From an optimization exercise on the open Yosys and OpenROAD flow, aimed at a short achievable clock period; shortcuts taken in it are not production practice.
The RTL was checked by simulation tests, not by an equivalence proof against the original design.
Power is estimated from default activity; no workload was simulated.

### design/flow/run.sh
#!/bin/bash
# synth_recipe.tcl (not shown) runs the flow's synth.tcl, then flattens the netlist and writes it again
# the make line also repeats each setting of config.mk as NAME=value (left out here)
make -C /OpenROAD-flow-scripts/flow DESIGN_CONFIG=/design/flow/config.mk WORK_HOME=/design/flow/orfs CLKGATE_MAP_FILE= SYNTH_SCRIPT=/design/flow/synth_recipe.tcl finish
### design/flow/config.mk
export PLATFORM = sky130hd
export DESIGN_NAME = id_issue_stage
export DESIGN_NICKNAME = id_issue_stage
export VERILOG_FILES = /design/flow/design.v
export SDC_FILE = /design/flow/constraint.sdc
export NUM_CORES = 4
export LEC_CHECK = 0
export ABC_CLOCK_PERIOD_IN_PS = 2000
export CAP_MARGIN = 20
export CORE_MARGIN = 2
export CORE_UTILIZATION = 40
export PLACE_DENSITY = 0.5
export SETUP_SLACK_MARGIN = 4.0
export SLEW_MARGIN = 20
### design/flow/constraint.sdc
create_clock -name core_clock -period 9.0 [get_ports {clk}]
set_input_delay 1.8000 -clock core_clock [delete_from_list [all_inputs] [get_ports {clk}]]
set_output_delay 1.8000 -clock core_clock [all_outputs]
set_load 0.01 [all_outputs]
### design/flow/design.v
package cpu_pkg;
    localparam logic [5:0] OP_RTYPE = 6'b000000;
    localparam logic [5:0] OP_ADDIU = 6'b001001;
    localparam logic [5:0] OP_ANDI  = 6'b001100;
    localparam logic [5:0] OP_LW    = 6'b100011;
    localparam logic [5:0] OP_SW    = 6'b101011;
    localparam logic [5:0] OP_BEQ   = 6'b000100;
    localparam logic [5:0] OP_BNE   = 6'b000101;
    localparam int OP_HI  = 31;
    localparam int OP_LO  = 26;
    localparam int RS_HI  = 25;
    localparam int RS_LO  = 21;
    localparam int RT_HI  = 20;
    localparam int RT_LO  = 16;
    localparam int RD_HI  = 15;
    localparam int RD_LO  = 11;
    localparam int SH_HI  = 10;
    localparam int SH_LO  = 6;
    localparam int IMM_HI = 15;
    localparam int IMM_LO = 0;
    typedef enum logic [1:0] {
        BSEL_RT   = 2'd0,
        BSEL_SEXT = 2'd1,
        BSEL_ZEXT = 2'd2
    } bsel_e;
    typedef struct packed {
        logic [4:0] rs;
        logic [4:0] rt;
        logic [4:0] dest;
        logic       wen;
        bsel_e      bsel;
    } decode_t;
endpackage
module reg_file_2r1w #(
    parameter int XLEN  = 32,
    parameter int NREGS = 32
) (
    input  logic            clk,
    input  logic            rst_n,
    input  logic [4:0]      ra0,
    output logic [XLEN-1:0] rd0,
    input  logic [4:0]      ra1,
    output logic [XLEN-1:0] rd1,
    input  logic            we,
    input  logic [4:0]      wa,
    input  logic [XLEN-1:0] wd
);
    logic [XLEN-1:0] regs_q [NREGS];
    assign regs_q[0] = '0;
    for (genvar i = 1; i < NREGS; i++) begin : g_reg
        always_ff @(posedge clk or negedge rst_n) begin
            if (!rst_n)                 regs_q[i] <= '0;
            else if (we && wa == 5'(i)) regs_q[i] <= wd;
        end
    end
    logic byp0, byp1;
    assign byp0 = we && (wa == ra0) && (ra0 != 5'd0);
    assign byp1 = we && (wa == ra1) && (ra1 != 5'd0);
    assign rd0 = byp0 ? wd : regs_q[ra0];
    assign rd1 = byp1 ? wd : regs_q[ra1];
endmodule
module id_issue_stage
#(
    parameter int XLEN  = 32,
    parameter int NREGS = 32
) (
    input  logic            clk,
    input  logic            rst_n,
    input  logic            in_valid,
    output logic            in_ready,
    input  logic [31:0]     in_instr,
    output logic            out_valid,
    input  logic            out_ready,
    output logic [31:0]     Instruction,
    output logic [XLEN-1:0] A,
    output logic [XLEN-1:0] B,
    output logic [4:0]      shamt,
    output logic [XLEN-1:0] store_data,
    output logic [4:0]      dest,
    output logic            dest_wen,
    input  logic            wb_en,
    input  logic [4:0]      wb_addr,
    input  logic [XLEN-1:0] wb_data,
    input  logic            flush
);
    logic [5:0]  op;
    logic [4:0]  rs, rt, rd;
    logic [15:0] imm;
    logic        is_r, wen, bsext, bzext;
    logic [4:0]  dst;
    assign op  = in_instr[cpu_pkg::OP_HI:cpu_pkg::OP_LO];
    assign rs  = in_instr[cpu_pkg::RS_HI:cpu_pkg::RS_LO];
    assign rt  = in_instr[cpu_pkg::RT_HI:cpu_pkg::RT_LO];
    assign rd  = in_instr[cpu_pkg::RD_HI:cpu_pkg::RD_LO];
    assign imm = in_instr[cpu_pkg::IMM_HI:cpu_pkg::IMM_LO];
    assign is_r  = (op == cpu_pkg::OP_RTYPE);
    assign bsext = (op == cpu_pkg::OP_ADDIU) || (op == cpu_pkg::OP_LW) || (op == cpu_pkg::OP_SW);
    assign bzext = (op == cpu_pkg::OP_ANDI);
    assign dst   = is_r ? rd : rt;
    assign wen   = (is_r || op == cpu_pkg::OP_ADDIU || op == cpu_pkg::OP_LW ||
                    op == cpu_pkg::OP_ANDI) && (dst != 5'd0);
    logic [XLEN-1:0] rs_val, rt_val;
    reg_file_2r1w #(.XLEN(XLEN), .NREGS(NREGS)) u_rf (
        .clk   (clk),
        .rst_n (rst_n),
        .ra0   (rs),
        .rd0   (rs_val),
        .ra1   (rt),
        .rd1   (rt_val),
        .we    (wb_en),
        .wa    (wb_addr),
        .wd    (wb_data)
    );
    logic [NREGS-1:0] busy_q;
    logic [NREGS-1:1] busy_d;
    logic             out_valid_q;
    logic             dest_wen_q;
    logic [4:0]       dest_q;
    assign busy_q[0] = 1'b0;
    logic b_rs, b_rt, b_rd, stall, slot_free, accept;
    assign b_rs = busy_q[rs] & ~(wb_en & (wb_addr == rs));
    assign b_rt = busy_q[rt] & ~(wb_en & (wb_addr == rt));
    assign b_rd = busy_q[rd] & ~(wb_en & (wb_addr == rd));
    assign stall     = in_valid & (b_rs | b_rt | (is_r & b_rd));
    assign slot_free = ~out_valid_q | out_ready;
    assign in_ready  = slot_free & ~stall & ~flush;
    assign accept    = in_valid & in_ready;
    always_comb begin
        for (int i = 1; i < NREGS; i++) begin
            busy_d[i] = busy_q[i];
            if (wb_en && wb_addr == 5'(i)) busy_d[i] = 1'b0;
            if (flush && out_valid_q && dest_wen_q && dest_q == 5'(i)) busy_d[i] = 1'b0;
            if (accept && wen && dst == 5'(i)) busy_d[i] = 1'b1;
        end
    end
    always_ff @(posedge clk or negedge rst_n) begin
        if (!rst_n) begin
            out_valid_q <= 1'b0;
            busy_q[NREGS-1:1] <= '0;
        end else begin
            out_valid_q <= accept | (out_valid_q & ~out_ready & ~flush);
            busy_q[NREGS-1:1] <= busy_d;
        end
    end
    logic [31:0]     instr_q;
    logic [XLEN-1:0] a_q, b_q, store_q;
    logic [4:0]      shamt_q;
    always_ff @(posedge clk) begin
        if (slot_free) begin
            instr_q    <= in_instr;
            a_q        <= rs_val;
            b_q        <= bsext ? {{(XLEN-16){imm[15]}}, imm} :
                          bzext ? {{(XLEN-16){1'b0}}, imm} : rt_val;
            shamt_q    <= in_instr[cpu_pkg::SH_HI:cpu_pkg::SH_LO];
            store_q    <= rt_val;
            dest_q     <= wen ? dst : 5'd0;
            dest_wen_q <= wen;
        end
    end
    assign out_valid   = out_valid_q;
    assign Instruction = instr_q;
    assign A           = a_q;
    assign B           = b_q;
    assign shamt       = shamt_q;
    assign store_data  = store_q;
    assign dest        = dest_q;
    assign dest_wen    = dest_wen_q;
endmodule
==> key figures <==
Run status
  • Outcome: complete, no violations

Cells and area
  • Ratio of cells with drive above 1 in the final layout: 31.1%
  • Fin nets: ~5,200
  • Most common cell after layout, fill and taps aside: dfrtp_1
  • Final Non-Filler Cells: ~7,100
  • Most frequent cells in the layout: 1,024 x dfrtp_1, 998 x mux2_2, 503 x a22oi_1, 443 x and3_1, 428 x nand3_1
  • Final instance area: 67,900 um2
  • Area growth from synthesis to layout: 15.4%

Setup path
  • Crit path cell chain: buf_2, buf_12, mux4_2, a32oi_2, nand4_1, nand3_4, nand3_4, a21oi_4, buf_6
  • Crit path from: in_instr[17]
  • Crit path max fanout: 27
  • Setup crit end: in_ready
  • Crit path required time: 7200 ps
  • Worst path most repeated cell: nand3_4
  • Largest stage delay, worst path: between 300 and 400 ps
  • Type of origin of the critical path: primary input
  • Critical path's slowest cell: mux4_2
  • Worst reg2reg startpoint: u_rf.regs_q[25][18]
  • CP Class: primary input to output pin
  • Worst flop-to-flop path endpoint: a_q[18]
  • R2R cell count: 5
  • Crit path DAT: roughly 3400 ps
  • Crit end category: output pin
  • Flop2flop setup slack: between 6000 and 7000 ps

Timing
  • Final setup vio count: 0
  • Worst slew margin: about 14%
  • Final WS setup: approximately 3800 ps
  • Fin crit share: between 50% and 60%
  • Setup TNS: 0 ps
  • Pins over their slew limit: 0
  • Tightest Pin Transition: between 1000 and 1500 ps
  • Endpoints failing hold: 0
  • Unrepaired setup endpoints after global routing: yes
  • Hold WS: ~520 ps
  • Clk_skew: about 19 ps
  • FMAX: between 150 and 200 MHz
  • Tmin final: just over 5000 ps

Detailed routing
  • First DRT Iteration DRCs: 10,511
  • Residual DRC count: 0
  • Detailed Route WL: about 320,000 um
  • Routed via count: 53,382
  • Drt first pass iters: 10
  • DRT antenna net count: 0
  • Vias per inst: approximately 7.5
  • WL per Instance: ~44 um

Global routing
  • First-pass GRT wire length: 428,000 um
  • Total GRT Usage: between 40% and 50%
  • Largest net degree at the start of global routing: 162
  • Vias in the first global route: between 40,000 and 50,000
  • Initial antenna violation count: 29
  • GRT overflow: 0

Clocking
  • H-tree levels: 4
  • Clk buf depth: 3
  • Worst skew pair latency: 820 ps
  • CTS tree: built
  • CTS buffer count: between 100 and 150
  • CTS sink count: 1,158
  • Clk root buf: clkbuf_16
  • Clock slew at reported path FFs: 50 ps
  • CTS Hold Bufs: 0

Placed design
  • Final GP Congestion: around 0.95
  • DP Worst Slack: about 1700 ps
  • HPWL Detailed: between 150,000 and 200,000 um
  • Port Buffers: 215
  • Placed Cells: just under 7,000
  • Placement Cell Area: 63,100 um2

Floorplanning
  • Die area: roughly 150,000 um2
  • Initial core utilization: roughly two fifths
  • I/O Pins: 216
  • Core area: ~150,000 um2
  • Die X: 387 um
  • DIE HEIGHT: approximately 390 um
  • # rows: 140

Power and ir drop
  • PwrDens: ~220 nW/um2
  • Worst vdd ir: 0.205 mV
  • Leak pwr: between 30 and 40 nW

Job
  • # Max-Cap Violations: 0

Synth
  • Post-synth EDFFs: 134
  • Post-Synthesis Cell Area: a little under 60,000 um2
  • Synth area leader: dfrtp_1
  • Synthesized Nets: ~5,200
  • Ys flop type: dfrtp_1
  • Library cells used by synthesis: 68
  • Post-synth top area share: 43.6%
  • Synth warn: 3
  • Post-synthesis sequential area ratio: approximately 50%
  • Syn_area_per_cell: about 12 um2
  • Synth area leaders: dfrtp_1 44%, mux2_2 19%, edfxtp_1 6.8%
  • Flops & latches, synth: approximately 1,200
  • Syn Inst Count: just over 5,000
  • Async S/R FF share, synth: between 80% and 90%

Hold path
  • Hold depth: 1
  • Worst hold path type: flop to flop
## cell families (layout without fill, tap and decap cells)
family	after synthesis	count (layout)	share of synthesized area, %
DFF	1158	1158	50.4
AOI/OAI and AO/OA	904	904	11.8
muxes	1038	1038	20.2
and+or+nand+nor	1399	1400	13.5
xor gates and xnor gates	17	17	0.253
buffers and inverters	562	676	3.94
other	0	24	0
## cell usage after synthesis, drive strengths merged (9+ instances only)
master,n
and3,447
nor2b,26
nand2b,13
buf,121
a221o,21
o21ai,79
a22oi,503
nor3,16
a21oi,38
edfxtp,134
a2111oi,145
xor2,13
nor3b,9
o31ai,12
dfrtp,1024
nand4,122
mux4,17
mux2,998
nor4,35
mux2i,23
and2,64
nand3,432
o211ai,18
or4,31
a22o,24
nand2,120
nor2,55
a222oi,35
clkbuf,435
## per-stage QoR
step	power, mW	utilization, %
global route	15.5	46.5
detailed placement	9.41	43.3
finish	15.0	46.6
global placement	9.37	43.2
CTS	14.9	46.5
floorplan	8.21	-
## how the worst min path moves through the flow
stage	to	start	slack (ps)
6_report	u_rf.regs_q[24][19]	u_rf.regs_q[24][19]	520
5_1_grt	u_rf.regs_q[11][24]	u_rf.regs_q[11][24]	530
4_1_cts	u_rf.regs_q[17][4]	u_rf.regs_q[17][4]	520
3_5_place_dp	u_rf.regs_q[17][4]	u_rf.regs_q[17][4]	500
3_3_place_gp	u_rf.regs_q[7][6]	u_rf.regs_q[7][6]	500
2_1_floorplan	u_rf.regs_q[1][0]	u_rf.regs_q[1][0]	490
## worst max-delay path, delay by kind of cell
family	cells	cell delay, ps
mux	1	350
buf+inv	3	430
simple gates	3	440
compound gates	2	340
## registers in the layout, summed over array words and instances, names as in the netlist
name / flops
dest_q: 5
b_q: 32
u_rf.regs_q: 992
store_q: 32
a_q: 32
busy_q: 31
instr_q: 32
dest_wen_q: 1
out_valid_q: 1
## layout make-up
class	count	area, um2
clock inverters	45	430
inverters	6	26.3
flip-flops and latches	1158	29600
fillers	13477	77900
multi-input cells	3359	27500
repair buffers	424	3910
well taps	1917	2400
diodes	24	60.1
clock buffers	201	3900
## timing repair
| item | in CTS | in global routing |
|---|---|---|
| pin swaps | 9 | 10 |
| setup buffers | 9 | 14 |
| endpoints found under the setup margin | 94 | 10 |
| cloned | 3 | 0 |
| gates resized for setup | 113 | 26 |
## where the power goes
part           leakage (nW)  switching (mW)  internal, mW
combinational          13.6            1.15          1.11
clock                  2.13            2.40          3.18
sequential             14.6           0.865          6.33
## metal layers
metal | wire length (um) | global-route usage (%) | up-vias
met3 | 45100 | 16.0 | 1294
li1 | - | - | 19564
met2 | 126000 | 55.3 | 5038
met4 | 21900 | 24.4 | 12
met5 | 108 | 0 | -
met1 | 123000 | 55.2 | 27474

-- re-timing with driven ports --
In the flow no input, the clock included, has a driving cell. The finished layout below was timed again as built, in two steps. Step 1: set_driving_cell puts a clkbuf_16 on clk and a buf_2 on each other input, an assumption about the parent block. Step 2, shift: input delay + t, output delay - t, t = (earliest + latest rising clock arrival at the registers) / 2. This alone moves slack from input paths to output paths. a / b / c = ideal / step 1 / step 2; a / b = the first two.
shift t [ns]: 0.889
setup WS [ns]: 3.801 / 3.596 / 3.077
worst hold slack (ns): 0.524 / 0.524 / 0.524
cell pins on the clock port's net: 1
After both steps setup and hold are still met in this run. The setup slack of this run moves by -0.205 ns with the drivers and by -0.724 ns with both steps.
